Background: an optimization exercise with open tools, aiming at small area, a short achievable clock period and few clock cycles per item. Do not read the settings as production practice. In this exercise RTL edits were held to simulation tests only and were not proved equivalent to the original.

==> flow/design.v <==
package aes_pkg;
    localparam int unsigned AES_BLOCK_W = 128;
    localparam int unsigned AES_BYTES   = 16;
    typedef logic [7:0] aes_byte_t;
    typedef enum logic [1:0] {IDLE, BUSY, DONE} sb_state_e;
    function automatic aes_byte_t gf_mul(input aes_byte_t a, input aes_byte_t b);
        aes_byte_t p;
        aes_byte_t s;
        p = 8'h00;
        s = a;
        for (int i = 0; i < 8; i++) begin
            if (b[i]) p = p ^ s;
            s = {s[6:0], 1'b0} ^ (s[7] ? 8'h1b : 8'h00);
        end
        gf_mul = p;
    endfunction
    function automatic aes_byte_t gf_inv(input aes_byte_t a);
        aes_byte_t sq;
        aes_byte_t r;
        sq = a;
        r  = 8'h01;
        for (int i = 1; i < 8; i++) begin
            sq = gf_mul(sq, sq);
            r  = gf_mul(r, sq);
        end
        gf_inv = r;
    endfunction
    function automatic aes_byte_t sbox_fwd(input aes_byte_t a);
        aes_byte_t b;
        b = gf_inv(a);
        sbox_fwd = b ^ {b[6:0], b[7]} ^ {b[5:0], b[7:6]} ^ {b[4:0], b[7:5]} ^ {b[3:0], b[7:4]}
               ^ 8'h63;
    endfunction
    function automatic aes_byte_t sbox_inv(input aes_byte_t s);
        aes_byte_t b;
        b = {s[6:0], s[7]} ^ {s[4:0], s[7:5]} ^ {s[1:0], s[7:2]} ^ 8'h05;
        sbox_inv = gf_inv(b);
    endfunction
endpackage
module g_xor2 (input logic a, input logic b, output logic y); assign y = a ^ b; endmodule
module g_xnor2 (input logic a, input logic b, output logic y); assign y = ~(a ^ b); endmodule
module g_nand2 (input logic a, input logic b, output logic y); assign y = ~(a & b); endmodule
module g_nor2 (input logic a, input logic b, output logic y); assign y = ~(a | b); endmodule
module g_nor2b (input logic a, input logic bn, output logic y); assign y = ~(a | ~bn); endmodule
module g_mux2i (input logic s, input logic a0, input logic a1, output logic y); assign y = ~(s ? a1 : a0); endmodule
module g_inv (input logic a, output logic y); assign y = ~a; endmodule
module g_mux2 (input logic s, input logic a0, input logic a1, output logic y); assign y = s ? a1 : a0; endmodule
module sbox_pre (
    input  logic [7:0] x,
    input  logic       inv,
    output logic [7:0] y_n
);
    logic n1_l, n2_l, n3_l, n4_l, n5_l, n6_l, n7_l, n8_l;
    logic n9_l, n10_l, n11_l, n12_l, n13_l, n14_l, n15_l, n16_l;
    logic n17_l, n18_l, n19_y, n20_i, n21_y, n22_i, n23_y, n24_i;
    logic n25_y, n26_i, n27_y, n28_i, n29_y, n30_i, n31_y, n32_i;
    logic n33_y;
    g_xor2 u0 (.a(x[6]), .b(x[0]), .y(n1_l));
    g_xor2 u1 (.a(x[1]), .b(n1_l), .y(n2_l));
    g_xor2 u2 (.a(x[7]), .b(x[6]), .y(n3_l));
    g_xor2 u3 (.a(x[4]), .b(n3_l), .y(n4_l));
    g_xor2 u4 (.a(x[3]), .b(n2_l), .y(n5_l));
    g_xor2 u5 (.a(x[7]), .b(x[2]), .y(n6_l));
    g_xor2 u6 (.a(x[5]), .b(n6_l), .y(n7_l));
    g_xor2 u7 (.a(x[5]), .b(n2_l), .y(n8_l));
    g_xor2 u8 (.a(x[2]), .b(n5_l), .y(n9_l));
    g_xor2 u9 (.a(x[4]), .b(n8_l), .y(n10_l));
    g_xor2 u10 (.a(x[6]), .b(x[4]), .y(n11_l));
    g_xor2 u11 (.a(x[4]), .b(n7_l), .y(n12_l));
    g_xor2 u12 (.a(x[3]), .b(n4_l), .y(n13_l));
    g_xor2 u13 (.a(x[4]), .b(x[2]), .y(n14_l));
    g_xor2 u14 (.a(n1_l), .b(n14_l), .y(n15_l));
    g_xor2 u15 (.a(n5_l), .b(n15_l), .y(n16_l));
    g_xor2 u16 (.a(n12_l), .b(n15_l), .y(n17_l));
    g_xor2 u17 (.a(n2_l), .b(n13_l), .y(n18_l));
    g_mux2i u18 (.s(inv), .a0(n9_l), .a1(n10_l), .y(n19_y));
    g_inv u19 (.a(n3_l), .y(n20_i));
    g_mux2i u20 (.s(inv), .a0(n6_l), .a1(n20_i), .y(n21_y));
    g_inv u21 (.a(n11_l), .y(n22_i));
    g_mux2i u22 (.s(inv), .a0(n8_l), .a1(n22_i), .y(n23_y));
    g_inv u23 (.a(n5_l), .y(n24_i));
    g_mux2i u24 (.s(inv), .a0(n17_l), .a1(n24_i), .y(n25_y));
    g_inv u25 (.a(n16_l), .y(n26_i));
    g_mux2i u26 (.s(inv), .a0(n12_l), .a1(n26_i), .y(n27_y));
    g_inv u27 (.a(n13_l), .y(n28_i));
    g_mux2i u28 (.s(inv), .a0(n14_l), .a1(n28_i), .y(n29_y));
    g_inv u29 (.a(n4_l), .y(n30_i));
    g_mux2i u30 (.s(inv), .a0(n18_l), .a1(n30_i), .y(n31_y));
    g_inv u31 (.a(n7_l), .y(n32_i));
    g_mux2i u32 (.s(inv), .a0(x[0]), .a1(n32_i), .y(n33_y));
    assign y_n[0] = n19_y;
    assign y_n[1] = n21_y;
    assign y_n[2] = n23_y;
    assign y_n[3] = n25_y;
    assign y_n[4] = n27_y;
    assign y_n[5] = n29_y;
    assign y_n[6] = n31_y;
    assign y_n[7] = n33_y;
endmodule
module sbox_core (
    input  logic [7:0] y_n,
    output logic [7:0] s_n
);
    logic n1_l, n2_l, n3_l, n4_l, n5_l, n6_l, n7_l, n8_l;
    logic n9_l, n10_l, n11_l, n12_l, n13_l, n14_l, n15_M1, n16_M2;
    logic n17_M3, n18_M4, n19_M5, n20_M6, n21_M7, n22_M8, n23_M9, n24_M10;
    logic n25_M11, n26_M12, n27_M13, n28_M14, n29_M15, n30_M16, n31_M17, n32_M18;
    logic n33_M19, n34_M20, n35_M21, n36_M22, n37_M23, n38_M24, n39_M25, n40_M26;
    logic n41_M27, n42_M28, n43_M29, n44_M30, n45_M31, n46_M32, n47_M33, n48_M34;
    logic n49_M35, n50_M36, n51_M37, n52_M38, n53_M39, n54_M40, n55_M41, n56_M42;
    logic n57_M43, n58_M44, n59_M45, n60_M46, n61_M47, n62_M48, n63_M49, n64_M50;
    logic n65_M51, n66_M52, n67_M53, n68_M54, n69_M55, n70_M56, n71_M57, n72_M58;
    logic n73_M59, n74_M60, n75_M61, n76_M62, n77_M63, n78_L0, n79_L1, n80_L2;
    logic n81_L3, n82_L4, n83_L5, n84_L6, n85_L7, n86_L8, n87_L9, n88_L10;
    logic n89_L11, n90_L12, n91_L13, n92_L14, n93_L15, n94_L16, n95_L17, n96_L18;
    logic n97_L19, n98_L20, n99_L21, n100_L22, n101_L23, n102_L24, n103_L25, n104_L26;
    logic n105_L27, n106_L28, n107_L29, n108_S0, n109_S1, n110_S2, n111_S3, n112_S4;
    logic n113_S5, n114_S6, n115_S7;
    g_xnor2 u0 (.a(y_n[0]), .b(y_n[7]), .y(n1_l));
    g_xnor2 u1 (.a(y_n[4]), .b(n1_l), .y(n2_l));
    g_xnor2 u2 (.a(y_n[1]), .b(y_n[5]), .y(n3_l));
    g_xnor2 u3 (.a(y_n[6]), .b(y_n[7]), .y(n4_l));
    g_xnor2 u4 (.a(y_n[2]), .b(y_n[3]), .y(n5_l));
    g_xnor2 u5 (.a(y_n[4]), .b(n4_l), .y(n6_l));
    g_xnor2 u6 (.a(y_n[3]), .b(n3_l), .y(n7_l));
    g_xnor2 u7 (.a(n5_l), .b(n6_l), .y(n8_l));
    g_xnor2 u8 (.a(y_n[1]), .b(y_n[2]), .y(n9_l));
    g_xnor2 u9 (.a(y_n[6]), .b(n2_l), .y(n10_l));
    g_xnor2 u10 (.a(y_n[1]), .b(n2_l), .y(n11_l));
    g_xnor2 u11 (.a(y_n[5]), .b(n5_l), .y(n12_l));
    g_xnor2 u12 (.a(n1_l), .b(n3_l), .y(n13_l));
    g_xnor2 u13 (.a(y_n[0]), .b(y_n[3]), .y(n14_l));
    g_nor2 u14 (.a(n12_l), .b(n4_l), .y(n15_M1));
    g_nor2 u15 (.a(n9_l), .b(y_n[6]), .y(n16_M2));
    g_xor2 u16 (.a(n13_l), .b(n15_M1), .y(n17_M3));
    g_nor2 u17 (.a(n7_l), .b(y_n[7]), .y(n18_M4));
    g_xnor2 u18 (.a(n18_M4), .b(n15_M1), .y(n19_M5));
    g_nor2 u19 (.a(n5_l), .b(n6_l), .y(n20_M6));
    g_nor2 u20 (.a(y_n[2]), .b(n10_l), .y(n21_M7));
    g_xor2 u21 (.a(n8_l), .b(n20_M6), .y(n22_M8));
    g_nor2 u22 (.a(y_n[3]), .b(y_n[0]), .y(n23_M9));
    g_xnor2 u23 (.a(n23_M9), .b(n20_M6), .y(n24_M10));
    g_nor2 u24 (.a(n3_l), .b(n1_l), .y(n25_M11));
    g_nor2 u25 (.a(y_n[5]), .b(y_n[4]), .y(n26_M12));
    g_xnor2 u26 (.a(n26_M12), .b(n25_M11), .y(n27_M13));
    g_nor2 u27 (.a(y_n[1]), .b(n2_l), .y(n28_M14));
    g_xnor2 u28 (.a(n28_M14), .b(n25_M11), .y(n29_M15));
    g_xor2 u29 (.a(n17_M3), .b(n16_M2), .y(n30_M16));
    g_xnor2 u30 (.a(n19_M5), .b(n11_l), .y(n31_M17));
    g_xor2 u31 (.a(n22_M8), .b(n21_M7), .y(n32_M18));
    g_xnor2 u32 (.a(n24_M10), .b(n29_M15), .y(n33_M19));
    g_xnor2 u33 (.a(n30_M16), .b(n27_M13), .y(n34_M20));
    g_xnor2 u34 (.a(n31_M17), .b(n29_M15), .y(n35_M21));
    g_xnor2 u35 (.a(n32_M18), .b(n27_M13), .y(n36_M22));
    g_xnor2 u36 (.a(n33_M19), .b(n14_l), .y(n37_M23));
    g_xnor2 u37 (.a(n36_M22), .b(n37_M23), .y(n38_M24));
    g_nor2 u38 (.a(n36_M22), .b(n34_M20), .y(n39_M25));
    g_xor2 u39 (.a(n35_M21), .b(n39_M25), .y(n40_M26));
    g_xnor2 u40 (.a(n34_M20), .b(n35_M21), .y(n41_M27));
    g_xor2 u41 (.a(n37_M23), .b(n39_M25), .y(n42_M28));
    g_nor2 u42 (.a(n42_M28), .b(n41_M27), .y(n43_M29));
    g_nor2 u43 (.a(n40_M26), .b(n38_M24), .y(n44_M30));
    g_nor2 u44 (.a(n34_M20), .b(n37_M23), .y(n45_M31));
    g_nor2b u45 (.a(n41_M27), .bn(n45_M31), .y(n46_M32));
    g_xor2 u46 (.a(n41_M27), .b(n39_M25), .y(n47_M33));
    g_nor2 u47 (.a(n35_M21), .b(n36_M22), .y(n48_M34));
    g_nor2b u48 (.a(n38_M24), .bn(n48_M34), .y(n49_M35));
    g_xor2 u49 (.a(n38_M24), .b(n39_M25), .y(n50_M36));
    g_xor2 u50 (.a(n35_M21), .b(n43_M29), .y(n51_M37));
    g_xor2 u51 (.a(n46_M32), .b(n47_M33), .y(n52_M38));
    g_xor2 u52 (.a(n37_M23), .b(n44_M30), .y(n53_M39));
    g_xor2 u53 (.a(n49_M35), .b(n50_M36), .y(n54_M40));
    g_xnor2 u54 (.a(n52_M38), .b(n54_M40), .y(n55_M41));
    g_xnor2 u55 (.a(n51_M37), .b(n53_M39), .y(n56_M42));
    g_xnor2 u56 (.a(n51_M37), .b(n52_M38), .y(n57_M43));
    g_xnor2 u57 (.a(n53_M39), .b(n54_M40), .y(n58_M44));
    g_xnor2 u58 (.a(n56_M42), .b(n55_M41), .y(n59_M45));
    g_nor2 u59 (.a(n58_M44), .b(n4_l), .y(n60_M46));
    g_nor2 u60 (.a(n54_M40), .b(y_n[6]), .y(n61_M47));
    g_nor2 u61 (.a(n53_M39), .b(y_n[7]), .y(n62_M48));
    g_nor2 u62 (.a(n57_M43), .b(n6_l), .y(n63_M49));
    g_nor2 u63 (.a(n52_M38), .b(n10_l), .y(n64_M50));
    g_nor2 u64 (.a(n51_M37), .b(y_n[0]), .y(n65_M51));
    g_nor2 u65 (.a(n56_M42), .b(n1_l), .y(n66_M52));
    g_nor2 u66 (.a(n59_M45), .b(y_n[4]), .y(n67_M53));
    g_nor2 u67 (.a(n55_M41), .b(n2_l), .y(n68_M54));
    g_nor2 u68 (.a(n58_M44), .b(n12_l), .y(n69_M55));
    g_nor2 u69 (.a(n54_M40), .b(n9_l), .y(n70_M56));
    g_nor2 u70 (.a(n53_M39), .b(n7_l), .y(n71_M57));
    g_nor2 u71 (.a(n57_M43), .b(n5_l), .y(n72_M58));
    g_nor2 u72 (.a(n52_M38), .b(y_n[2]), .y(n73_M59));
    g_nor2 u73 (.a(n51_M37), .b(y_n[3]), .y(n74_M60));
    g_nor2 u74 (.a(n56_M42), .b(n3_l), .y(n75_M61));
    g_nor2 u75 (.a(n59_M45), .b(y_n[5]), .y(n76_M62));
    g_nor2 u76 (.a(n55_M41), .b(y_n[1]), .y(n77_M63));
    g_xnor2 u77 (.a(n75_M61), .b(n76_M62), .y(n78_L0));
    g_xnor2 u78 (.a(n64_M50), .b(n70_M56), .y(n79_L1));
    g_xnor2 u79 (.a(n60_M46), .b(n62_M48), .y(n80_L2));
    g_xnor2 u80 (.a(n61_M47), .b(n69_M55), .y(n81_L3));
    g_xnor2 u81 (.a(n68_M54), .b(n72_M58), .y(n82_L4));
    g_xnor2 u82 (.a(n63_M49), .b(n75_M61), .y(n83_L5));
    g_xor2 u83 (.a(n76_M62), .b(n83_L5), .y(n84_L6));
    g_xor2 u84 (.a(n60_M46), .b(n81_L3), .y(n85_L7));
    g_xnor2 u85 (.a(n65_M51), .b(n73_M59), .y(n86_L8));
    g_xnor2 u86 (.a(n66_M52), .b(n67_M53), .y(n87_L9));
    g_xor2 u87 (.a(n67_M53), .b(n82_L4), .y(n88_L10));
    g_xor2 u88 (.a(n74_M60), .b(n80_L2), .y(n89_L11));
    g_xnor2 u89 (.a(n62_M48), .b(n65_M51), .y(n90_L12));
    g_xor2 u90 (.a(n64_M50), .b(n78_L0), .y(n91_L13));
    g_xnor2 u91 (.a(n66_M52), .b(n75_M61), .y(n92_L14));
    g_xor2 u92 (.a(n69_M55), .b(n79_L1), .y(n93_L15));
    g_xor2 u93 (.a(n70_M56), .b(n78_L0), .y(n94_L16));
    g_xor2 u94 (.a(n71_M57), .b(n79_L1), .y(n95_L17));
    g_xor2 u95 (.a(n72_M58), .b(n86_L8), .y(n96_L18));
    g_xor2 u96 (.a(n77_M63), .b(n82_L4), .y(n97_L19));
    g_xnor2 u97 (.a(n78_L0), .b(n79_L1), .y(n98_L20));
    g_xnor2 u98 (.a(n79_L1), .b(n85_L7), .y(n99_L21));
    g_xnor2 u99 (.a(n81_L3), .b(n90_L12), .y(n100_L22));
    g_xnor2 u100 (.a(n96_L18), .b(n80_L2), .y(n101_L23));
    g_xnor2 u101 (.a(n93_L15), .b(n87_L9), .y(n102_L24));
    g_xnor2 u102 (.a(n84_L6), .b(n88_L10), .y(n103_L25));
    g_xnor2 u103 (.a(n85_L7), .b(n87_L9), .y(n104_L26));
    g_xnor2 u104 (.a(n86_L8), .b(n88_L10), .y(n105_L27));
    g_xnor2 u105 (.a(n89_L11), .b(n92_L14), .y(n106_L28));
    g_xnor2 u106 (.a(n89_L11), .b(n95_L17), .y(n107_L29));
    g_xnor2 u107 (.a(n84_L6), .b(n102_L24), .y(n108_S0));
    g_xor2 u108 (.a(n94_L16), .b(n104_L26), .y(n109_S1));
    g_xor2 u109 (.a(n97_L19), .b(n106_L28), .y(n110_S2));
    g_xnor2 u110 (.a(n84_L6), .b(n99_L21), .y(n111_S3));
    g_xnor2 u111 (.a(n98_L20), .b(n100_L22), .y(n112_S4));
    g_xnor2 u112 (.a(n103_L25), .b(n107_L29), .y(n113_S5));
    g_xor2 u113 (.a(n91_L13), .b(n105_L27), .y(n114_S6));
    g_xor2 u114 (.a(n84_L6), .b(n101_L23), .y(n115_S7));
    assign s_n[0] = n115_S7;
    assign s_n[1] = n114_S6;
    assign s_n[2] = n113_S5;
    assign s_n[3] = n112_S4;
    assign s_n[4] = n111_S3;
    assign s_n[5] = n110_S2;
    assign s_n[6] = n109_S1;
    assign s_n[7] = n108_S0;
endmodule
module sbox_post (
    input  logic [7:0] b_n,
    input  logic       inv_n,
    output logic [7:0] s
);
    logic n1_w, n2_w, n3_w, n4_w, n5_w, n6_w, n7_w, n8_w;
    logic n9_ai, n10_ai, n11_ai, n12_ai, n13_ai, n14_ai, n15_ai, n16_ai;
    logic n17_s, n18_s, n19_s, n20_s, n21_s, n22_s, n23_s, n24_s;
    g_xor2 u0 (.a(b_n[0]), .b(b_n[6]), .y(n1_w));
    g_xor2 u1 (.a(b_n[1]), .b(b_n[7]), .y(n2_w));
    g_xor2 u2 (.a(b_n[2]), .b(b_n[0]), .y(n3_w));
    g_xor2 u3 (.a(b_n[3]), .b(b_n[1]), .y(n4_w));
    g_xor2 u4 (.a(b_n[4]), .b(b_n[2]), .y(n5_w));
    g_xor2 u5 (.a(b_n[5]), .b(b_n[3]), .y(n6_w));
    g_xor2 u6 (.a(b_n[6]), .b(b_n[4]), .y(n7_w));
    g_xor2 u7 (.a(b_n[7]), .b(b_n[5]), .y(n8_w));
    g_xnor2 u8 (.a(n8_w), .b(b_n[2]), .y(n9_ai));
    g_xor2 u9 (.a(n1_w), .b(b_n[3]), .y(n10_ai));
    g_xnor2 u10 (.a(n2_w), .b(b_n[4]), .y(n11_ai));
    g_xor2 u11 (.a(n3_w), .b(b_n[5]), .y(n12_ai));
    g_xor2 u12 (.a(n4_w), .b(b_n[6]), .y(n13_ai));
    g_xor2 u13 (.a(n5_w), .b(b_n[7]), .y(n14_ai));
    g_xor2 u14 (.a(n6_w), .b(b_n[0]), .y(n15_ai));
    g_xor2 u15 (.a(n7_w), .b(b_n[1]), .y(n16_ai));
    g_mux2i u16 (.s(inv_n), .a0(n9_ai), .a1(b_n[0]), .y(n17_s));
    g_mux2i u17 (.s(inv_n), .a0(n10_ai), .a1(b_n[1]), .y(n18_s));
    g_mux2i u18 (.s(inv_n), .a0(n11_ai), .a1(b_n[2]), .y(n19_s));
    g_mux2i u19 (.s(inv_n), .a0(n12_ai), .a1(b_n[3]), .y(n20_s));
    g_mux2i u20 (.s(inv_n), .a0(n13_ai), .a1(b_n[4]), .y(n21_s));
    g_mux2i u21 (.s(inv_n), .a0(n14_ai), .a1(b_n[5]), .y(n22_s));
    g_mux2i u22 (.s(inv_n), .a0(n15_ai), .a1(b_n[6]), .y(n23_s));
    g_mux2i u23 (.s(inv_n), .a0(n16_ai), .a1(b_n[7]), .y(n24_s));
    assign s[0] = n17_s;
    assign s[1] = n18_s;
    assign s[2] = n19_s;
    assign s[3] = n20_s;
    assign s[4] = n21_s;
    assign s[5] = n22_s;
    assign s[6] = n23_s;
    assign s[7] = n24_s;
endmodule
module inv_sbox
(
    input  logic [3:0] x,
    input  logic [3:0] y,
    output aes_pkg::aes_byte_t sbout
);
    assign sbout = aes_pkg::sbox_inv({y, x});
endmodule
module sub_bytes_iter #(
    parameter int unsigned LANES = 16
) (
    input  logic                   clk_i,
    input  logic                   rst_n_i,
    input  logic                   valid_i,
    output logic                   ready_o,
    input  logic [aes_pkg::AES_BLOCK_W-1:0] data_i,
    input  logic                   inv_i,
    output logic                   valid_o,
    input  logic                   ready_i,
    output logic [aes_pkg::AES_BLOCK_W-1:0] data_o
);
    localparam int unsigned W     = aes_pkg::AES_BLOCK_W;
    localparam int unsigned NBYTE = aes_pkg::AES_BYTES;
    localparam int unsigned NINV  = 8;     
    logic         in_inv;
    assign in_inv = inv_i;
    logic            s_v, a_v, b_v;
    logic            s_inv, a_inv;
    logic [NINV-1:0] b_inv_n, a_inv_n;
    logic [W-1:0]    y_n, s_d, a_d, b_d, sb_n;
    for (genvar k = 0; k < NBYTE; k++) begin : g_byte
        sbox_pre u_pre (
            .x   (data_i[8*k +: 8]),
            .inv (in_inv),
            .y_n (y_n[8*k +: 8])
        );
        sbox_core u_core (
            .y_n (a_d[8*k +: 8]),
            .s_n (sb_n[8*k +: 8])
        );
        sbox_post u_post (
            .b_n (b_d[8*k +: 8]),
            .inv_n (b_inv_n[k / (NBYTE / NINV)]),
            .s   (data_o[8*k +: 8])
        );
    end
    for (genvar c = 0; c < NINV; c++) begin : g_inv_copy
        g_inv u_inv (.a(a_inv), .y(a_inv_n[c]));
    end
    logic b_free, a_free, in_fire;
    assign b_free  = !b_v || ready_i;
    assign a_free  = !a_v || b_free;
    assign in_fire = valid_i && !s_v;
    assign ready_o = !s_v;
    assign valid_o = b_v;
    always_ff @(posedge clk_i or negedge rst_n_i) begin
        if (!rst_n_i) begin
            s_v <= 1'b0;
            a_v <= 1'b0;
            b_v <= 1'b0;
        end else begin
            if (b_free) b_v <= a_v;
            if (a_free) a_v <= s_v || in_fire;
            s_v <= s_v ? !a_free : (in_fire && !a_free);
        end
    end
    always_ff @(posedge clk_i) begin
        if (!s_v) begin
            s_d   <= y_n;
            s_inv <= in_inv;
        end
        if (a_free) begin
            a_d   <= s_v ? s_d : y_n;
            a_inv <= s_v ? s_inv : in_inv;
        end
    end
    logic [W-1:0]    b_d_nx;
    logic [NINV-1:0] b_inv_n_nx;
    for (genvar i = 0; i < W; i++) begin : g_b_hold
        g_mux2 u_hold (.s(b_free), .a0(b_d[i]), .a1(sb_n[i]), .y(b_d_nx[i]));
    end
    for (genvar c = 0; c < NINV; c++) begin : g_b_inv_hold
        g_mux2 u_hold (.s(b_free), .a0(b_inv_n[c]), .a1(a_inv_n[c]), .y(b_inv_n_nx[c]));
    end
    always_ff @(posedge clk_i) begin
        b_d     <= b_d_nx;
        b_inv_n <= b_inv_n_nx;
    end
endmodule
==> flow/flow/run.sh <==
#!/bin/bash
# Own layout flow: the standard layout (standard.sh) with its synthesis
# unchanged, then floorplan to final layout with
#  - timing repair aimed at a shorter cycle than the 17 ns clock
#    (SETUP_SLACK_MARGIN), so the layout reaches a short achieved period;
#  - buf_2 cells as the port buffers;
#  - the platform's don't-use cells plus the delay cells (clkdlybuf4s*,
#    dlygate*, dlymetal*), which repair otherwise picks as slow fanout buffers.
# The SDC, clock period and IO constraints are the standard flow's, untouched.
set -euo pipefail
cd "$(dirname "${BASH_SOURCE[0]}")/.."
DONT_USE="sky130_fd_sc_hd__probe_p_8 sky130_fd_sc_hd__probec_p_8 sky130_fd_sc_hd__lpflow_bleeder_1 sky130_fd_sc_hd__lpflow_clkbufkapwr_1 sky130_fd_sc_hd__lpflow_clkbufkapwr_16 sky130_fd_sc_hd__lpflow_clkbufkapwr_2 sky130_fd_sc_hd__lpflow_clkbufkapwr_4 sky130_fd_sc_hd__lpflow_clkbufkapwr_8 sky130_fd_sc_hd__lpflow_clkinvkapwr_1 sky130_fd_sc_hd__lpflow_clkinvkapwr_16 sky130_fd_sc_hd__lpflow_clkinvkapwr_2 sky130_fd_sc_hd__lpflow_clkinvkapwr_4 sky130_fd_sc_hd__lpflow_clkinvkapwr_8 sky130_fd_sc_hd__lpflow_decapkapwr_12 sky130_fd_sc_hd__lpflow_decapkapwr_3 sky130_fd_sc_hd__lpflow_decapkapwr_4 sky130_fd_sc_hd__lpflow_decapkapwr_6 sky130_fd_sc_hd__lpflow_decapkapwr_8 sky130_fd_sc_hd__lpflow_inputiso0n_1 sky130_fd_sc_hd__lpflow_inputiso0p_1 sky130_fd_sc_hd__lpflow_inputiso1n_1 sky130_fd_sc_hd__lpflow_inputiso1p_1 sky130_fd_sc_hd__lpflow_inputisolatch_1 sky130_fd_sc_hd__lpflow_isobufsrc_1 sky130_fd_sc_hd__lpflow_isobufsrc_16 sky130_fd_sc_hd__lpflow_isobufsrc_2 sky130_fd_sc_hd__lpflow_isobufsrc_4 sky130_fd_sc_hd__lpflow_isobufsrc_8 sky130_fd_sc_hd__lpflow_isobufsrckapwr_16 sky130_fd_sc_hd__lpflow_lsbuf_lh_hl_isowell_tap_1 sky130_fd_sc_hd__lpflow_lsbuf_lh_hl_isowell_tap_2 sky130_fd_sc_hd__lpflow_lsbuf_lh_hl_isowell_tap_4 sky130_fd_sc_hd__lpflow_lsbuf_lh_isowell_4 sky130_fd_sc_hd__lpflow_lsbuf_lh_isowell_tap_1 sky130_fd_sc_hd__lpflow_lsbuf_lh_isowell_tap_2 sky130_fd_sc_hd__lpflow_lsbuf_lh_isowell_tap_4 sky130_fd_sc_hd__fill_1 sky130_fd_sc_hd__fill_2 sky130_fd_sc_hd__fill_4 sky130_fd_sc_hd__fill_8  sky130_fd_sc_hd__clkdlybuf4s15_1 sky130_fd_sc_hd__clkdlybuf4s15_2 sky130_fd_sc_hd__clkdlybuf4s18_1 sky130_fd_sc_hd__clkdlybuf4s18_2 sky130_fd_sc_hd__clkdlybuf4s25_1 sky130_fd_sc_hd__clkdlybuf4s25_2 sky130_fd_sc_hd__clkdlybuf4s50_1 sky130_fd_sc_hd__clkdlybuf4s50_2 sky130_fd_sc_hd__dlygate4sd1_1 sky130_fd_sc_hd__dlygate4sd2_1 sky130_fd_sc_hd__dlygate4sd3_1 sky130_fd_sc_hd__dlymetal6s2s_1 sky130_fd_sc_hd__dlymetal6s4s_1 sky130_fd_sc_hd__dlymetal6s6s_1"
bash standard.sh synth > flow_synth.log 2>&1
bash standard.sh SETUP_SLACK_MARGIN=11.8 \
    "BUFFER_PORTS_ARGS=-buffer_cell sky130_fd_sc_hd__buf_2" \
    "DONT_USE_CELLS=$DONT_USE" finish > flow_layout.log 2>&1
==> flow/standard.sh <==
#!/bin/bash
# synth_recipe.tcl (not shown) runs the flow's synth.tcl, then flattens the netlist and writes it again
# the make line also repeats each setting of config.mk as NAME=value (left out here)
make -C /OpenROAD-flow-scripts/flow DESIGN_CONFIG=/design/flow/config.mk WORK_HOME=/design/flow/orfs CLKGATE_MAP_FILE= SYNTH_SCRIPT=/design/flow/synth_recipe.tcl "${@:-finish}"
==> flow/config.mk <==
export PLATFORM = sky130hd
export DESIGN_NAME = sub_bytes_iter
export DESIGN_NICKNAME = sub_bytes_iter
export VERILOG_FILES = /design/flow/design.v
export SDC_FILE = /design/flow/constraint.sdc
export NUM_CORES = 4
export LEC_CHECK = 0
export CAP_MARGIN = 20
export CORE_MARGIN = 2
export CORE_UTILIZATION = 60
export SLEW_MARGIN = 20
export SYNTH_HIERARCHICAL = 1
==> flow/constraint.sdc <==
create_clock -name core_clock -period 17.0 [get_ports {clk_i}]
set_input_delay 3.4000 -clock core_clock [delete_from_list [all_inputs] [get_ports {clk_i}]]
set_output_delay 3.4000 -clock core_clock [all_outputs]
set_load 0.01 [all_outputs]
==> metrics.cfg, run 1 <==
[run_status]
status=no timing/DRC/antenna violations

[worst_setup_path]
cpMostUsedCell=xor2_1
r2r_end=b_d[14]$_DFF_P_
r2r_slack_ps=12160
crit_chain=xor2_1, xor2_1, mux2i_2, buf_2
worst_setup_path_end_kind=primary output
critPathKind=reg2out
endpoint=data_o[59]
startpoint=b_d[56]$_DFF_P_
worstPathRequired_ps=13600
start_kind=register
crit_fanout=5
r2r_start=a_d[15]$_DFFE_PN_
crit_path_max_incr_delay_ps=360
reg2reg_depth=16
cp_slowest_cell=dfxtp_2
crit_arrival_ps=1750

[yosys]
netlist_area_um2=37630
synth_nets=3961
yosysSeqAreaShare_pct=24.59
synthCells=3828
yosys_warnings=7
synth_area_per_cell_um2=9.831
yosysUniqueCellTypes=18
synth-seq-cells=397

[floorplanning]
initial_core_util_pct=60.87
die_w_um=254.5
die_height_um=254.5
core_um2=61830
fp-row-count=91
io_pins=263
fp.dieArea_um2=64740

[placed_design]
dp_hpwl_mm=55.16
numPortBuffers=262
post_dp_cell_area_um2=37040
gp_congestion=0.9054

[routing]
num_vias=22570
drt-total-wl_mm=70.17
via_per_inst=4.872
drc=0
firstDrtPassIters=5
antenna_left=0
drtIter0Drc=765
routedWlPerCell_um=15.15

[cts]
cts_hold_buffers=0
path_clk_slew_ps=60
numCtsBuffers=47
cts_sinks=397
clk_latency_ps=580
postCtsSetupRepairBufs=0
cts_tree=done
clockBufferDepth=3
htree_levels=2
cts_root_buffer=clkbuf_16

[flow_run]
maxCapViolCount=0

[sta]
skew_ps=24.78
worst_slew_pin_slew_ps=1083
hold_viol_final=0
maxSlewViolCount=0
setup-violations-final=0
layout_min_cycle_time_ps=5152
slew_headroom_pct=27.81
finalCritPeriodShare_pct=30.30
max_freq_ghz=0.1941
fin_setup_tns_ps=0
rsz0062_at_grt=true

[grt]
grt_overflow=0
grt_pass1_wl_mm=115.2
grt_pass1_vias=23190
grt_util_all_layers_pct=21.46
grt_max_degree=91
antenna_found_initial=10

[min_path]
hp-class=reg2reg

[finish]
layout_common_cells=xor2_1 (922), xnor2_1 (908), nor2_1 (514), buf_2 (262), mux2i_1 (246)
drive_above_1_share_pct=19.01
fin_area_um2=38900
nNetsFinal=3881
postLayoutCoreUtil_pct=62.91
syn_to_final_growth_pct=3.354
layout_commonest_cell=xor2_1

-- synth_stat cells --
library cell	count	area, um^2
edfxtp_1	129	3874
mux2_2	41	461.7
dfrtp_1	3	75.07
mux2_4	224	3363
nor2b_4	32	440.4
nor2_1	514	1929
buf_4	384	2883
buf_2	4	20.02
dfxtp_1	265	5305
xnor2_1	912	7988
xor2_1	928	8128
buf_6	10	112.6
nand2_1	1	3.750
nand3b_1	1	7.510
nand2b_1	2	12.51
buf_8	1	15.01
mux2i_1	256	2562
inv_1	121	454.2
-- worst max-delay path, delay by kind of cell, from the launching register on --
family / cells / cell delay, ps
flops: 1 / 360
mux: 1 / 280
xor+xnor: 2 / 340
buf+inv: 1 / 200
-- stage by stage --
step | instances | hold WS, ps | worst slack [ps]
detailed placement | 4535 | 453.2 | 11270
finish | 4632 | 469.6 | 11850
global placement | 4535 | 450.9 | 11320
CTS | 4623 | 470.6 | 11700
floorplan | 3828 | 435.1 | 9239
global route | 4630 | 477.4 | 11770
-- per-layer routing --
| metal | share of wire [%] | track usage, % | routed length (um) | vias up |
|---|---|---|---|---|
| met5 | 0.048 | 0 | 34 | - |
| met4 | 1.9 | 5.462 | 1313 | 6 |
| met3 | 3.4 | 3.041 | 2418 | 100 |
| met2 | 48 | 37.14 | 33390 | 313 |
| met1 | 47 | 28.03 | 33010 | 10540 |
| li1 | - | - | - | 11610 |
-- layout make-up --
cell class / count / area (um^2)
antenna: 8 / 20.02
multi-input combinational: 2911 / 25020
sequential: 397 / 9338
inverter: 121 / 454.2
fill: 5176 / 22930
clock inverter: 32 / 337.8
tap: 837 / 1047
timing repair buffer: 270 / 1393
clock buffer: 56 / 1291
-- kinds of logic after synthesis --
group                     count (synthesis)  share of synthesized area, %
xor gates and xnor gates               1840                         42.82
muxes                                   521                         16.97
buffers and inverters                   520                         9.259
and+or+nand+nor                         550                         6.360
DFF                                     397                         24.59
-- state kept, by name, indices dropped and copies added, names as in the netlist --
register and count:
a_d 128, b_inv_n 8, s_v 1, s_d 128, a_v 1, a_inv 1, b_d 128, b_v 1
s_inv 1
-- Yosys stat by module (local to each module, per instance), excerpt --
module          cells  flops+latches
sbox_pre            8              0
g_nor2b             1              0
sbox_core           8              0
g_nor2              1              0
g_inv               1              0
g_mux2              1              0
g_xor2              1              0
g_xnor2             1              0
sub_bytes_iter    548            397
-- worst min path at each step --
| stage | startpoint | end | slack (ps) | cells after the start |
|---|---|---|---|---|
| 6_report | s_d[42]$_DFF_P_ | s_d[42]$_DFF_P_ | 470 | 1 |
| 3_3_place_gp | s_d[29]$_DFF_P_ | s_d[29]$_DFF_P_ | 450 | 1 |
| 2_1_floorplan | a_v$_DFFE_PN0N_ | b_v$_DFFE_PN0P_ | 440 | 1 |
| 4_1_cts | s_d[41]$_DFF_P_ | s_d[41]$_DFF_P_ | 470 | 1 |
| 3_5_place_dp | s_d[119]$_DFF_P_ | s_d[119]$_DFF_P_ | 450 | 1 |
| 5_1_grt | s_d[113]$_DFF_P_ | s_d[113]$_DFF_P_ | 480 | 1 |
-- timing repair --
| item | CTS | global route |
|---|---|---|
| gates resized for setup | 37 | 41 |
| hold endpoints to repair | 0 | 0 |
| endpoints found under the setup margin | 128 | 73 |
Testbench counts, summed over its fixed seeds: cycles 1,616, items 1,600.
==> run 2: changes to the inputs <==
--- a/flow/design.v
+++ b/flow/design.v
@@ -54,17 +54,16 @@
     logic n9_l, n10_l, n11_l, n12_l, n13_l, n14_l, n15_l, n16_l;
-    logic n17_l, n18_l, n19_y, n20_i, n21_y, n22_i, n23_y, n24_i;
-    logic n25_y, n26_i, n27_y, n28_i, n29_y, n30_i, n31_y, n32_i;
-    logic n33_y;
+    logic n17_l, n18_l, n19_y, n20_y, n21_y, n22_y, n23_y, n24_y;
+    logic n25_y, n26_y;
     g_xor2 u0 (.a(x[6]), .b(x[0]), .y(n1_l));
     g_xor2 u1 (.a(x[1]), .b(n1_l), .y(n2_l));
-    g_xor2 u2 (.a(x[7]), .b(x[6]), .y(n3_l));
+    g_xnor2 u2 (.a(x[7]), .b(x[6]), .y(n3_l));
     g_xor2 u3 (.a(x[4]), .b(n3_l), .y(n4_l));
-    g_xor2 u4 (.a(x[3]), .b(n2_l), .y(n5_l));
+    g_xnor2 u4 (.a(x[3]), .b(n2_l), .y(n5_l));
     g_xor2 u5 (.a(x[7]), .b(x[2]), .y(n6_l));
-    g_xor2 u6 (.a(x[5]), .b(n6_l), .y(n7_l));
+    g_xnor2 u6 (.a(x[5]), .b(n6_l), .y(n7_l));
     g_xor2 u7 (.a(x[5]), .b(n2_l), .y(n8_l));
-    g_xor2 u8 (.a(x[2]), .b(n5_l), .y(n9_l));
+    g_xnor2 u8 (.a(x[2]), .b(n5_l), .y(n9_l));
     g_xor2 u9 (.a(x[4]), .b(n8_l), .y(n10_l));
-    g_xor2 u10 (.a(x[6]), .b(x[4]), .y(n11_l));
-    g_xor2 u11 (.a(x[4]), .b(n7_l), .y(n12_l));
+    g_xnor2 u10 (.a(x[6]), .b(x[4]), .y(n11_l));
+    g_xnor2 u11 (.a(x[4]), .b(n7_l), .y(n12_l));
     g_xor2 u12 (.a(x[3]), .b(n4_l), .y(n13_l));
@@ -74,26 +73,19 @@
     g_xor2 u16 (.a(n12_l), .b(n15_l), .y(n17_l));
-    g_xor2 u17 (.a(n2_l), .b(n13_l), .y(n18_l));
+    g_xnor2 u17 (.a(n2_l), .b(n13_l), .y(n18_l));
     g_mux2i u18 (.s(inv), .a0(n9_l), .a1(n10_l), .y(n19_y));
-    g_inv u19 (.a(n3_l), .y(n20_i));
-    g_mux2i u20 (.s(inv), .a0(n6_l), .a1(n20_i), .y(n21_y));
-    g_inv u21 (.a(n11_l), .y(n22_i));
-    g_mux2i u22 (.s(inv), .a0(n8_l), .a1(n22_i), .y(n23_y));
-    g_inv u23 (.a(n5_l), .y(n24_i));
-    g_mux2i u24 (.s(inv), .a0(n17_l), .a1(n24_i), .y(n25_y));
-    g_inv u25 (.a(n16_l), .y(n26_i));
-    g_mux2i u26 (.s(inv), .a0(n12_l), .a1(n26_i), .y(n27_y));
-    g_inv u27 (.a(n13_l), .y(n28_i));
-    g_mux2i u28 (.s(inv), .a0(n14_l), .a1(n28_i), .y(n29_y));
-    g_inv u29 (.a(n4_l), .y(n30_i));
-    g_mux2i u30 (.s(inv), .a0(n18_l), .a1(n30_i), .y(n31_y));
-    g_inv u31 (.a(n7_l), .y(n32_i));
-    g_mux2i u32 (.s(inv), .a0(x[0]), .a1(n32_i), .y(n33_y));
+    g_mux2i u19 (.s(inv), .a0(n6_l), .a1(n3_l), .y(n20_y));
+    g_mux2i u20 (.s(inv), .a0(n8_l), .a1(n11_l), .y(n21_y));
+    g_mux2i u21 (.s(inv), .a0(n17_l), .a1(n5_l), .y(n22_y));
+    g_mux2i u22 (.s(inv), .a0(n12_l), .a1(n16_l), .y(n23_y));
+    g_mux2i u23 (.s(inv), .a0(n14_l), .a1(n13_l), .y(n24_y));
+    g_mux2i u24 (.s(inv), .a0(n18_l), .a1(n4_l), .y(n25_y));
+    g_mux2i u25 (.s(inv), .a0(x[0]), .a1(n7_l), .y(n26_y));
     assign y_n[0] = n19_y;
-    assign y_n[1] = n21_y;
-    assign y_n[2] = n23_y;
-    assign y_n[3] = n25_y;
-    assign y_n[4] = n27_y;
-    assign y_n[5] = n29_y;
-    assign y_n[6] = n31_y;
-    assign y_n[7] = n33_y;
+    assign y_n[1] = n20_y;
+    assign y_n[2] = n21_y;
+    assign y_n[3] = n22_y;
+    assign y_n[4] = n23_y;
+    assign y_n[5] = n24_y;
+    assign y_n[6] = n25_y;
+    assign y_n[7] = n26_y;
 endmodule
--- a/flow/flow/run.sh
+++ b/flow/flow/run.sh
@@ -13,3 +13,3 @@
 bash standard.sh synth > flow_synth.log 2>&1
-bash standard.sh SETUP_SLACK_MARGIN=11.8 \
+bash standard.sh SETUP_SLACK_MARGIN=11.85 \
     "BUFFER_PORTS_ARGS=-buffer_cell sky130_fd_sc_hd__buf_2" \
--- a/flow/config.mk
+++ b/flow/config.mk
@@ -9,3 +9,5 @@
 export CORE_MARGIN = 2
-export CORE_UTILIZATION = 60
+export CORE_UTILIZATION = 70
+export CTS_CLUSTER_DIAMETER = 80
+export CTS_CLUSTER_SIZE = 30
 export SLEW_MARGIN = 20
==> run 2 against run 1 <==
  * Still clean
  * Critical path depth did not move
  * First-iteration DRC count rose by 11%
  * Worst setup slack lost 6.0 ps
  * Synthesized cell count down 2.9%
  * Critical endpoint is now data_o[107]
  * Highest routed layer is now met4
==> metrics.cfg, run 2 <==
[grt]
grt_util_all_layers_pct=24.24  ; was 21.46%
grt_max_degree=82  ; was 91
antenna_found_initial=6  ; was 10
grt_overflow=0  ; unchanged
grt_pass1_vias=22930  ; was 23.19k
grt_pass1_wl_mm=111.1  ; was 115.2 mm

[sta]
maxSlewViolCount=0  ; unchanged
finalCritPeriodShare_pct=30.34  ; was 30.30%
setup-violations-final=0  ; unchanged
fin_setup_tns_ps=0  ; unchanged
layout_min_cycle_time_ps=5158  ; was 5152 ps
slew_headroom_pct=23.89  ; was 27.81%
worst_slew_pin_slew_ps=1142  ; was 1083 ps
skew_ps=29.81  ; was 24.78 ps
hold_viol_final=0  ; unchanged
whs_ps=477.9  ; was 469.6 ps
max_freq_ghz=0.1939  ; was 0.1941 GHz
rsz0062_at_grt=true  ; unchanged

[placed_design]
dp_hpwl_mm=53.63  ; was 55.16 mm
numPortBuffers=262  ; unchanged
numPlacedInstances=4274  ; was 4,535
gp_congestion=0.9485  ; was 0.9054

[worst_setup_path]
crit_chain=xor2_2, xor2_1, mux2i_1, buf_2  ; was xor2_1, xor2_1, mux2i_2, buf_2
crit_arrival_ps=1760  ; was 1750 ps
r2r_start=a_d[48]$_DFFE_PN_  ; was a_d[15]$_DFFE_PN_
worst_setup_path_end_kind=primary output  ; unchanged
crit_path_max_incr_delay_ps=370  ; was 360 ps
critPathKind=reg2out  ; unchanged
crit_fanout=2  ; was 5
cp_slowest_cell=dfxtp_4  ; was dfxtp_2
worstPathRequired_ps=13600  ; about the same
startpoint=b_d[104]$_DFF_P_  ; was b_d[56]$_DFF_P_
start_kind=register  ; unchanged

[cts]
cts_tree=done  ; unchanged
clockBufferDepth=3  ; unchanged
clk_latency_ps=590  ; was 580 ps
cts_sinks=397  ; unchanged
numCtsBuffers=24  ; was 47
cts_root_buffer=clkbuf_16  ; unchanged
htree_levels=1  ; was 2
path_clk_slew_ps=100  ; was 60 ps

[finish]
syn_to_final_growth_pct=1.842  ; was 3.354%
reg_top3=a_d: 128 flops, b_d: 128 flops, s_d: 128 flops  ; unchanged
drive_above_1_share_pct=20.53  ; was 19.01%
layout_commonest_cell=xnor2_1  ; was xor2_1
nNetsFinal=3768  ; was 3,881
layout_common_cells=xnor2_1 (1,016), xor2_1 (801), nor2_1 (514), buf_2 (261), mux2i_1 (253)  ; was xor2_1 (922), xnor2_1 (908), nor2_1 (514), buf_2 (262), mux2i_1 (246)
finalNonFillerCells=4348  ; was 4,632

[yosys]
synth-edff-count=129  ; unchanged
synth.top_cells.by_count=xnor2_1 (1,024), xor2_1 (816), nor2_1 (514), buf_4 (384), dfxtp_1 (265)  ; was xor2_1 (928), xnor2_1 (912), nor2_1 (514), buf_4 (384), dfxtp_1 (265)
netlist_area_um2=37210  ; was 37,630 um^2
synth-seq-cells=397  ; unchanged
synth.area.top_cells=xnor2_1 (24%), xor2_1 (19%), dfxtp_1 (14%)  ; was xor2_1 (22%), xnor2_1 (21%), dfxtp_1 (14%)
yosys.area.top_type=xnor2_1  ; was xor2_1
yosys_warnings=7  ; unchanged
synthCells=3716  ; was 3,828
synth_nets=3849  ; was 3,961
yosysUniqueCellTypes=18  ; unchanged
synth_area_per_cell_um2=10.01  ; was 9.831 um^2
synth-main-ff-cell=dfxtp_1  ; unchanged
yosys.area.top_type_share_pct=24.10  ; was 21.60%
async_flop_share_pct=0.7557  ; unchanged
yosysSeqAreaShare_pct=24.87  ; was 24.59%
synth_most_common_cell=xnor2_1  ; was xor2_1

[floorplanning]
fp.dieArea_um2=55020  ; was 64,740 um^2
initial_core_util_pct=70.82  ; was 60.87%
core_um2=52550  ; was 61,830 um^2
io_pins=263  ; unchanged
die_w_um=234.6  ; was 254.5 um
fp-row-count=84  ; was 91
die_height_um=234.6  ; was 254.5 um

[min_path]
hp-class=reg2reg  ; unchanged
hp-start=s_d[66]$_DFF_P_  ; was s_d[42]$_DFF_P_

[routing]
drt-total-wl_mm=69.22  ; was 70.17 mm
firstDrtPassIters=5  ; unchanged
drc=0  ; unchanged
via_per_inst=5.192  ; was 4.872
drtIter0Drc=852  ; was 765
routedWlPerCell_um=15.92  ; was 15.15 um
antenna_left=0  ; unchanged
num_vias=22570  ; about the same

[run_status]
status=no timing/DRC/antenna violations  ; unchanged

[flow_run]
maxCapViolCount=0  ; unchanged

==> run 2: cell families after synthesis <==
| kind of cell | share of synthesized area (%) |
|---|---|
| buffers and inverters | 8.234 |
| muxes | 17.16 |
| DFF | 24.87 |
| and+or+nand+nor | 6.432 |
| xor gates and xnor gates | 43.30 |
==> run 2: per-module statistics from Yosys (local to each module, per instance) <==
module | area [um^2] | times used | flops+latches | cells inside
sbox_pre | 60.06 | 16 | 0 | 8
sbox_core | 60.06 | 16 | 0 | 8
sub_bytes_iter | 11220 | 1 | 397 | 548
sbox_post | 60.06 | 16 | 0 | 8
g_nor2 | 3.754 | 512 | 0 | 1
g_mux2 | 15.01 | 136 | 0 | 1
g_nor2b | 13.76 | 32 | 0 | 1
g_inv | 3.754 | 8 | 0 | 1
g_mux2i | 10.01 | 256 | 0 | 1
g_xnor2 | 8.758 | 1024 | 0 | 1
g_xor2 | 8.758 | 816 | 0 | 1
==> run 2: layout make-up <==
cell class                      instances  area, um^2
Antenna cell                            7       17.52
Clock buffer                           26       629.4
Clock inverter                         18       305.3
Fill cell                            4006       14650
Inverter                                9       33.78
Multi-Input combinational cell       2911       25090
Sequential cell                       397        9452
Tap cell                              688       860.8
Timing Repair Buffer                  292        1514
==> run 2: worst paths after layout <==
path,end,slack [ps],depth (start not counted)
min,s_d[66]$_DFF_P_,480,1
max reg2reg,b_d[50]$_DFF_P_,12180,16
min reg2reg,s_d[66]$_DFF_P_,480,1
max in group asynchronous,s_v$_DFF_PN0_,14310,1
max,data_o[107],11840,4
min in group asynchronous,s_v$_DFF_PN0_,2580,1
==> run 2: worst max-delay path: cells and delay by family, from the launching register on <==
kind,cells,cell delay (ps)
muxes,1,280
buffers and inverters,1,200
xor gates and xnor gates,2,320
DFF,1,370
==> run 2: metrics by stage <==
step / worst slack, ps / util, % / instance area [um^2]
3_3_place_gp: 10840 / 69.31 / 36420
3_5_place_dp: 10730 / 69.31 / 36420
5_1_grt: 11760 / 72.12 / 37900
4_1_cts: 11700 / 71.33 / 37480
6_report: 11840 / 72.12 / 37900
2_1_floorplan: 9239 / - / 37220
==> run 2: repair_timing <==
item                       CTS  global route
buffers inserted             6            17
hold endpoints to repair     0             0
setup endpoints to repair  226           133
resized for setup           52           119
hold buffers                 0             0
==> run 2: metal layers <==
layer	track usage (%)	up-vias	share of wire (%)
li1	-	11330	-
met1	30.85	10810	45
met2	44.26	367	50
met3	2.326	75	3.3
met4	5.326	0	1.7
met5	0	-	0
Testbench counts of run 2, summed over its fixed seeds: cycles 1,616, items 1,600.
==> run 3: changes to the inputs <==
--- a/flow/flow/run.sh
+++ b/flow/flow/run.sh
@@ -5,3 +5,3 @@
 #    (SETUP_SLACK_MARGIN), so the layout reaches a short achieved period;
-#  - buf_2 cells as the port buffers;
+#  - buf_1 cells as the port buffers (repair resizes them where timing needs);
 #  - the platform's don't-use cells plus the delay cells (clkdlybuf4s*,
@@ -13,4 +13,4 @@
 bash standard.sh synth > flow_synth.log 2>&1
-bash standard.sh SETUP_SLACK_MARGIN=11.85 \
-    "BUFFER_PORTS_ARGS=-buffer_cell sky130_fd_sc_hd__buf_2" \
+bash standard.sh SETUP_SLACK_MARGIN=11.8 \
+    "BUFFER_PORTS_ARGS=-buffer_cell sky130_fd_sc_hd__buf_1" \
     "DONT_USE_CELLS=$DONT_USE" finish > flow_layout.log 2>&1
--- a/flow/config.mk
+++ b/flow/config.mk
@@ -12,2 +12,3 @@
 export CTS_CLUSTER_SIZE = 30
+export PLACE_DENSITY = 0.75
 export SLEW_MARGIN = 20
==> run 3 against run 2 <==
  * Register-to-register slack got worse by 80 ps
  * First-iteration DRC count increased by 1.5%
  * Synthesized cell count stayed put
  * Die area unchanged
  * Via count down 0.31%
  * Fmax up 0.62%
  * Count of clock-buffer cells in the layout is 14 higher
  * Wire length is 0.53% lower
  * Worst setup slack better by 32 ps
  * Utilization decreased by 0.83 points
==> metrics.cfg, run 3 <==
[run_status]
status=no timing/DRC/antenna violations  ; unchanged

[worst_setup_path]
crit_arrival_ps=1730  ; was 1760 ps
path_delay_family=flip-flops  ; unchanged
r2r_slack_ps=12100  ; was 12,180 ps
crit_fanout=5  ; was 2
critPathKind=reg2out  ; unchanged
r2r_end=b_d[102]$_DFF_P_  ; was b_d[50]$_DFF_P_
crit_chain=xor2_1, xnor2_1, mux2i_1, buf_1  ; was xor2_2, xor2_1, mux2i_1, buf_2
worst_setup_path_end_kind=primary output  ; unchanged
cp.depth=4  ; unchanged
reg2reg_depth=16  ; unchanged
crit_buf_inv=1  ; unchanged
worstPathRequired_ps=13600  ; about the same
startpoint=b_d[13]$_DFF_P_  ; was b_d[104]$_DFF_P_
endpoint=data_o[8]  ; was data_o[107]
start_kind=register  ; unchanged
cp_slowest_cell=dfxtp_1  ; was dfxtp_4
crit_path_max_incr_delay_ps=450  ; was 370 ps
r2r_start=a_d[96]$_DFFE_PN_  ; was a_d[48]$_DFFE_PN_

[yosys]
synth_compound_area_share_pct=0  ; unchanged
synth-seq-cells=397  ; unchanged
yosys.area.top_type_share_pct=24.10  ; unchanged
netlist_area_um2=37210  ; unchanged
synth_top_family_by_area=XOR/XNOR gates  ; unchanged
yosys.area.top_type=xnor2_1  ; unchanged
yosysUniqueCellTypes=18  ; unchanged
synth.area.top_cells=xnor2_1 (24%), xor2_1 (19%), dfxtp_1 (14%)  ; unchanged
synth-edff-count=129  ; unchanged
async_flop_share_pct=0.7557  ; unchanged
synthSimpleGateAreaFrac_pct=6.432  ; unchanged
synth-main-ff-cell=dfxtp_1  ; unchanged
synthAdderAreaFrac_pct=0  ; unchanged
synth_xor_xnor_area_share_pct=43.30  ; unchanged
synthCells=3716  ; unchanged
synthMuxAreaShare_pct=17.16  ; unchanged
synth_area_per_cell_um2=10.01  ; unchanged
yosys_warnings=7  ; unchanged
synth_nets=3849  ; unchanged
yosysSeqAreaShare_pct=24.87  ; unchanged
synth_most_common_cell=xnor2_1  ; unchanged
synth.top_cells.by_count=xnor2_1 (1,024), xor2_1 (816), nor2_1 (514), buf_4 (384), dfxtp_1 (265)  ; unchanged

[cts]
cts_tree=done  ; unchanged
clk_latency_ps=560  ; was 590 ps
path_clk_slew_ps=70  ; was 100 ps
cts_root_buffer=clkbuf_16  ; unchanged
numCtsBuffers=35  ; was 24
clockBufferDepth=3  ; unchanged
cts_sinks=397  ; unchanged
htree_levels=2  ; was 1
cts_hold_buffers=0  ; unchanged

[routing]
routedWlPerCell_um=15.84  ; was 15.92 um
drc=0  ; unchanged
firstDrtPassIters=5  ; unchanged
drt-total-wl_mm=68.85  ; was 69.22 mm
antenna_left=0  ; unchanged
drtIter0Drc=865  ; was 852
num_vias=22510  ; was 22.57k
via_per_inst=5.177  ; was 5.192

[placed_design]
dp_hpwl_mm=53.04  ; was 53.63 mm
numPortBuffers=262  ; unchanged
post_dp_cell_area_um2=36100  ; was 36,420 um^2
gp_congestion=0.9260  ; was 0.9485

[grt]
grt_pass1_wl_mm=111.3  ; was 111.1 mm
grt_util_all_layers_pct=24.47  ; was 24.24%
grt_pass1_vias=22730  ; was 22.93k
antenna_found_initial=6  ; unchanged
grt_max_degree=80  ; was 82
grt_overflow=0  ; unchanged

[finish]
nNetsFinal=3759  ; was 3,768
layout_commonest_cell=xnor2_1  ; unchanged
reg_top3=a_d: 128 flops, b_d: 128 flops, s_d: 128 flops  ; unchanged
fin_area_um2=37460  ; was 37,900 um^2
drive_above_1_share_pct=11.09  ; was 20.53%
layout_common_cells=xnor2_1 (1,020), xor2_1 (815), nor2_1 (514), buf_1 (259), mux2i_1 (254)  ; was xnor2_1 (1,016), xor2_1 (801), nor2_1 (514), buf_2 (261), mux2i_1 (253)
syn_to_final_growth_pct=0.6690  ; was 1.842%

[sta]
skew_ps=18.04  ; was 29.81 ps
slew_headroom_pct=29.40  ; was 23.89%
rsz0062_at_grt=true  ; unchanged
maxSlewViolCount=0  ; unchanged
hold_viol_final=0  ; unchanged
finalCritPeriodShare_pct=30.15  ; was 30.34%
fin_setup_tns_ps=0  ; unchanged
setup-violations-final=0  ; unchanged
layout_min_cycle_time_ps=5126  ; was 5158 ps
max_freq_ghz=0.1951  ; was 0.1939 GHz
worst_slew_pin_slew_ps=1059  ; was 1142 ps

[floorplanning]
initial_core_util_pct=70.82  ; unchanged
fp.dieArea_um2=55020  ; unchanged
io_pins=263  ; unchanged
die_height_um=234.6  ; unchanged
fp-row-count=84  ; unchanged
die_w_um=234.6  ; unchanged
core_um2=52550  ; unchanged

[flow_run]
maxCapViolCount=0  ; unchanged

[min_path]
hp-start=s_d[48]$_DFF_P_  ; was s_d[66]$_DFF_P_
hp-class=reg2reg  ; unchanged

[run 3: area by class of cell]
cell class / instances / area (um^2)
diodes: 7 / 17.52
clock buffers: 40 / 947.2
clock inverters: 23 / 280.3
fillers: 3976 / 15090
inverters: 9 / 33.78
multi-input cells: 2911 / 24950
flip-flops and latches: 397 / 9304
well taps: 688 / 860.8
repair buffers: 272 / 1071
[run 3: routing by layer]
layer  part of all wire, %  track usage (%)  routed length [um]  up-vias
li1                      -                -                   -    11360
met1                    46            31.57               31340    10690
met2                    49            43.06               33670      361
met3                   3.5            3.173                2388       94
met4                   2.1            6.368                1442        2
met5                 0.019                0                  13        -
[run 3: metrics by stage]
step	utilization, %	hold slack, ps	instances	worst slack [ps]
floorplan	-	435.1	3716	9239
global placement	68.69	451.6	4274	10520
detailed placement	68.69	453.7	4274	10390
CTS	71.12	473.0	4340	11820
global route	71.29	484.7	4346	11760
finish	71.29	468.2	4347	11870
[run 3: how the worst min path moves through the flow]
stage / slack (ps) / end / cells after the start
2_1_floorplan: 440 / b_v$_DFFE_PN0P_ / 1
3_3_place_gp: 450 / s_inv$_DFF_P_ / 1
3_5_place_dp: 450 / s_d[87]$_DFF_P_ / 1
6_report: 470 / s_d[48]$_DFF_P_ / 1
4_1_cts: 470 / s_d[109]$_DFF_P_ / 1
5_1_grt: 480 / s_d[109]$_DFF_P_ / 1
[run 3: cell families (layout without fill, tap and decap cells)]
| family | Yosys count | in the layout |
|---|---|---|
| xor+xnor | 1840 | 1840 |
| buf+inv | 408 | 344 |
| flops | 397 | 397 |
| mux | 521 | 521 |
| other cells | 0 | 7 |
| simple gates | 550 | 550 |
[run 3: repair_timing]
item | 4_1_cts | 5_1_grt
endpoints found under the setup margin | 218 | 57
gates resized for setup | 20 | 26
buffers inserted | 3 | 0
[run 3: Yosys stat by module (local to each module, per instance)]
module | cells | flops+latches | cell area [um^2] | copies in the design
g_inv | 1 | 0 | 3.754 | 8
g_mux2 | 1 | 0 | 15.01 | 136
g_mux2i | 1 | 0 | 10.01 | 256
g_nor2 | 1 | 0 | 3.754 | 512
g_nor2b | 1 | 0 | 13.76 | 32
g_xnor2 | 1 | 0 | 8.758 | 1024
g_xor2 | 1 | 0 | 8.758 | 816
sbox_core | 8 | 0 | 60.06 | 16
sbox_post | 8 | 0 | 60.06 | 16
sbox_pre | 8 | 0 | 60.06 | 16
sub_bytes_iter | 548 | 397 | 11220 | 1
==> run 4: changes to the inputs <==
--- a/flow/config.mk
+++ b/flow/config.mk
@@ -10,4 +10,4 @@
 export CORE_UTILIZATION = 70
-export CTS_CLUSTER_DIAMETER = 80
-export CTS_CLUSTER_SIZE = 30
+export CTS_CLUSTER_DIAMETER = 120
+export CTS_CLUSTER_SIZE = 20
 export PLACE_DENSITY = 0.75
==> run 4 against run 3 <==
  * Wire length down 0.73%
  * Worst setup slack worse by 1.5 ps
  * Die area is the same
  * Critical path type unchanged
==> metrics.cfg, run 4 <==
[run_status]
status=no timing/DRC/antenna violations  ; unchanged

[floorplanning]
die_w_um=234.6  ; unchanged
fp-row-count=84  ; unchanged
core_um2=52550  ; unchanged
die_height_um=234.6  ; unchanged
io_pins=263  ; unchanged
fp.dieArea_um2=55020  ; unchanged
initial_core_util_pct=70.82  ; unchanged

[sta]
layout_min_cycle_time_ps=5127  ; was 5126 ps
skew_ps=10.74  ; was 18.04 ps
slew_headroom_pct=29.34  ; was 29.40%
max_freq_ghz=0.1950  ; was 0.1951 GHz
fin_setup_tns_ps=0  ; unchanged
setup_slack_ps=11870  ; about the same
worst_slew_pin_slew_ps=1060  ; was 1059 ps
finalCritPeriodShare_pct=30.16  ; was 30.15%
hold_viol_final=0  ; unchanged
rsz0062_at_grt=true  ; unchanged
setup-violations-final=0  ; unchanged
maxSlewViolCount=0  ; unchanged

[routing]
drc=0  ; unchanged
firstDrtPassIters=5  ; unchanged
drtIter0Drc=927  ; was 865
drt-total-wl_mm=68.35  ; was 68.85 mm
routedWlPerCell_um=15.81  ; was 15.84 um
num_vias=22470  ; was 22.51k
antenna_left=0  ; unchanged
via_per_inst=5.197  ; was 5.177

[flow_run]
maxCapViolCount=0  ; unchanged

[yosys]
synth_most_common_cell=xnor2_1  ; unchanged
synth_area_per_cell_um2=10.01  ; unchanged
synth.top_cells.by_count=xnor2_1 (1,024), xor2_1 (816), nor2_1 (514), buf_4 (384), dfxtp_1 (265)  ; unchanged
synth-main-ff-cell=dfxtp_1  ; unchanged
synth_nets=3849  ; unchanged
yosys_warnings=7  ; unchanged
async_flop_share_pct=0.7557  ; unchanged
yosys.area.top_type=xnor2_1  ; unchanged
synth-seq-cells=397  ; unchanged
yosys.area.top_type_share_pct=24.10  ; unchanged
netlist_area_um2=37210  ; unchanged
synth-edff-count=129  ; unchanged
yosysUniqueCellTypes=18  ; unchanged
synth.area.top_cells=xnor2_1 (24%), xor2_1 (19%), dfxtp_1 (14%)  ; unchanged
synthCells=3716  ; unchanged
yosysSeqAreaShare_pct=24.87  ; unchanged

[placed_design]
gp_congestion=0.9260  ; unchanged
numPortBuffers=262  ; unchanged
post-place-ws_ps=10390  ; unchanged
dp_hpwl_mm=53.04  ; unchanged

[worst_setup_path]
worstPathRequired_ps=13600  ; about the same
start_kind=register  ; unchanged
critPathKind=reg2out  ; unchanged
crit_arrival_ps=1730  ; about the same
worst_setup_path_end_kind=primary output  ; unchanged
crit_fanout=5  ; unchanged

[grt]
grt_max_degree=80  ; unchanged
grt_util_all_layers_pct=24.12  ; was 24.47%
grt_pass1_wl_mm=110.4  ; was 111.3 mm
antenna_found_initial=6  ; unchanged
grt_pass1_vias=22550  ; was 22.73k
grt_overflow=0  ; unchanged

[min_path]
hp-class=reg2reg  ; unchanged

[finish]
layout_commonest_cell=xnor2_1  ; unchanged
syn_to_final_growth_pct=-0.8976  ; was 0.6690%
drive_above_1_share_pct=10.28  ; was 11.09%
layout_common_cells=xnor2_1 (1,021), xor2_1 (815), nor2_1 (514), buf_1 (263), mux2i_1 (254)  ; was xnor2_1 (1,020), xor2_1 (815), nor2_1 (514), buf_1 (259), mux2i_1 (254)
nNetsFinal=3748  ; was 3,759
nFillCells=4024  ; was 3,976
reg_top3=a_d: 128 flops, b_d: 128 flops, s_d: 128 flops  ; unchanged

[cts]
cts_tree=done  ; unchanged
path_clk_slew_ps=80  ; was 70 ps
cts_hold_buffers=0  ; unchanged
clockBufferDepth=3  ; unchanged
numCtsBuffers=23  ; was 35
cts_root_buffer=clkbuf_16  ; unchanged
clk_latency_ps=570  ; was 560 ps
cts_sinks=397  ; unchanged
htree_levels=1  ; was 2

[run 4: cell counts after synthesis]
No cell type changed its count.
[run 4: layout make-up]
class | instances | area [um^2] | share of cell area [%]
inverter | 9 | 33.78 | 0.09160
antenna | 7 | 17.52 | 0.04750
timing repair buffer | 273 | 1081 | 2.931
tap | 688 | 860.8 | 2.334
clock inverter | 1 | 5.005 | 0.01357
multi-input combinational | 2911 | 24940 | 67.63
clock buffer | 37 | 628.1 | 1.703
sequential | 397 | 9313 | 25.25
[run 4: worst paths after layout]
kind                                   startpoint         endpoint  slack [ps]  depth (start not counted)
worst max-delay path              b_d[13]$_DFF_P_        data_o[8]       11870                          4
worst min-delay path              s_d[48]$_DFF_P_  s_d[48]$_DFF_P_         470                          1
worst max register to register  a_d[96]$_DFFE_PN_  b_d[97]$_DFF_P_       12110                         16
worst min register to register    s_d[48]$_DFF_P_  s_d[48]$_DFF_P_         470                          1
max in group asynchronous                 rst_n_i    s_v$_DFF_PN0_       14210                          1
min in group asynchronous                 rst_n_i  b_v$_DFFE_PN0P_        2620                          1
[run 4: worst max-delay path, cell delays in order, from the launching register on]
cell	delay (ps)
dfxtp_1	450
xor2_1	220
xnor2_1	90
mux2i_1	210
buf_1	200
[run 4: cells by family after synthesis]
kind of cell,count (synthesis),share of synthesized area (%)
simple gates,550,6.432
mux,521,17.16
buf+inv,408,8.234
xor+xnor,1840,43.30
flops,397,24.87
[run 4: what timing repair did]
| action | CTS | global route |
|---|---|---|
| setup endpoints to repair | 220 | 50 |
| gates resized for setup | 20 | 30 |
| buffers inserted | 3 | 0 |
| cloned | 0 | 0 |
[run 4: per-layer routing]
metal | part of all wire (%) | global-route usage, % | up-vias
met5 | 0.022 | 0 | -
met4 | 2.2 | 6.211 | 2
met3 | 3.1 | 2.326 | 91
met2 | 49 | 42.41 | 359
met1 | 46 | 31.66 | 10700
li1 | - | - | 11320
[run 4: metrics by stage]
stage / instance area [um^2] / instances / hold WS, ps / utilization, %
after global placement: 36100 / 4274 / 451.6 / 68.69
final: 36880 / 4323 / 471.5 / 70.18
after CTS: 36780 / 4315 / 476.1 / 69.99
after detailed placement: 36100 / 4274 / 453.7 / 68.69
after global routing: 36880 / 4322 / 489.9 / 70.18
after floorplan: 37220 / 3716 / 435.1 / -
[run 4: modules after synthesis (local to each module, per instance)]
module          flip-flops and latches  cells inside  area, um^2  copies in the design
g_xor2                               0             1       8.758                   816
sbox_post                            0             8       60.06                    16
g_mux2i                              0             1       10.01                   256
g_inv                                0             1       3.754                     8
sbox_core                            0             8       60.06                    16
g_nor2                               0             1       3.754                   512
sub_bytes_iter                     397           548       11220                     1
g_nor2b                              0             1       13.76                    32
g_xnor2                              0             1       8.758                  1024
sbox_pre                             0             8       60.06                    16
g_mux2                               0             1       15.01                   136

[what the ideal ports hide]
The results above use ideal ports. As a check the final layouts listed here were re-extracted and re-timed, cells and wires unchanged. Step 1 (the two cells are an assumption about what drives the block):
set clk [get_ports {clk_i}]
set_driving_cell -lib_cell sky130_fd_sc_hd__clkbuf_16 $clk
set_driving_cell -lib_cell sky130_fd_sc_hd__buf_2 [delete_from_list [all_inputs] $clk]
Step 2 moves the port delays by t, midway between the first and last clock arrival at a register: inputs arrive t later, outputs are due t later. That takes back most of the time a late clock gives input paths. Slacks: ideal ports / drivers / drivers and shift; pairs: ideal ports / drivers.
| run | t, ns | setup WS [ns] | worst setup path at the end | worst register clock-pin slew, ns | worst slew at a driven data input, ns |
|---|---|---|---|---|---|
| run 1 | 0.633 | 11.849 / 11.786 / 11.298 | input to register | 0.06 / 0.06 | 0.07 |
| run 2 | 0.643 | 11.843 / 11.778 / 11.342 | input to register | 0.11 / 0.11 | 0.10 |
| run 3 | 0.610 | 11.875 / 11.816 / 11.346 | input to register | 0.08 / 0.08 | 0.08 |
| run 4 | 0.619 | 11.873 / 11.814 / 11.340 | input to register | 0.09 / 0.09 | 0.09 |
After both steps every run listed still meets setup and hold. The setup slack of run 1, which loses most, moves by -0.063 ns with the drivers and by -0.551 ns with both steps.
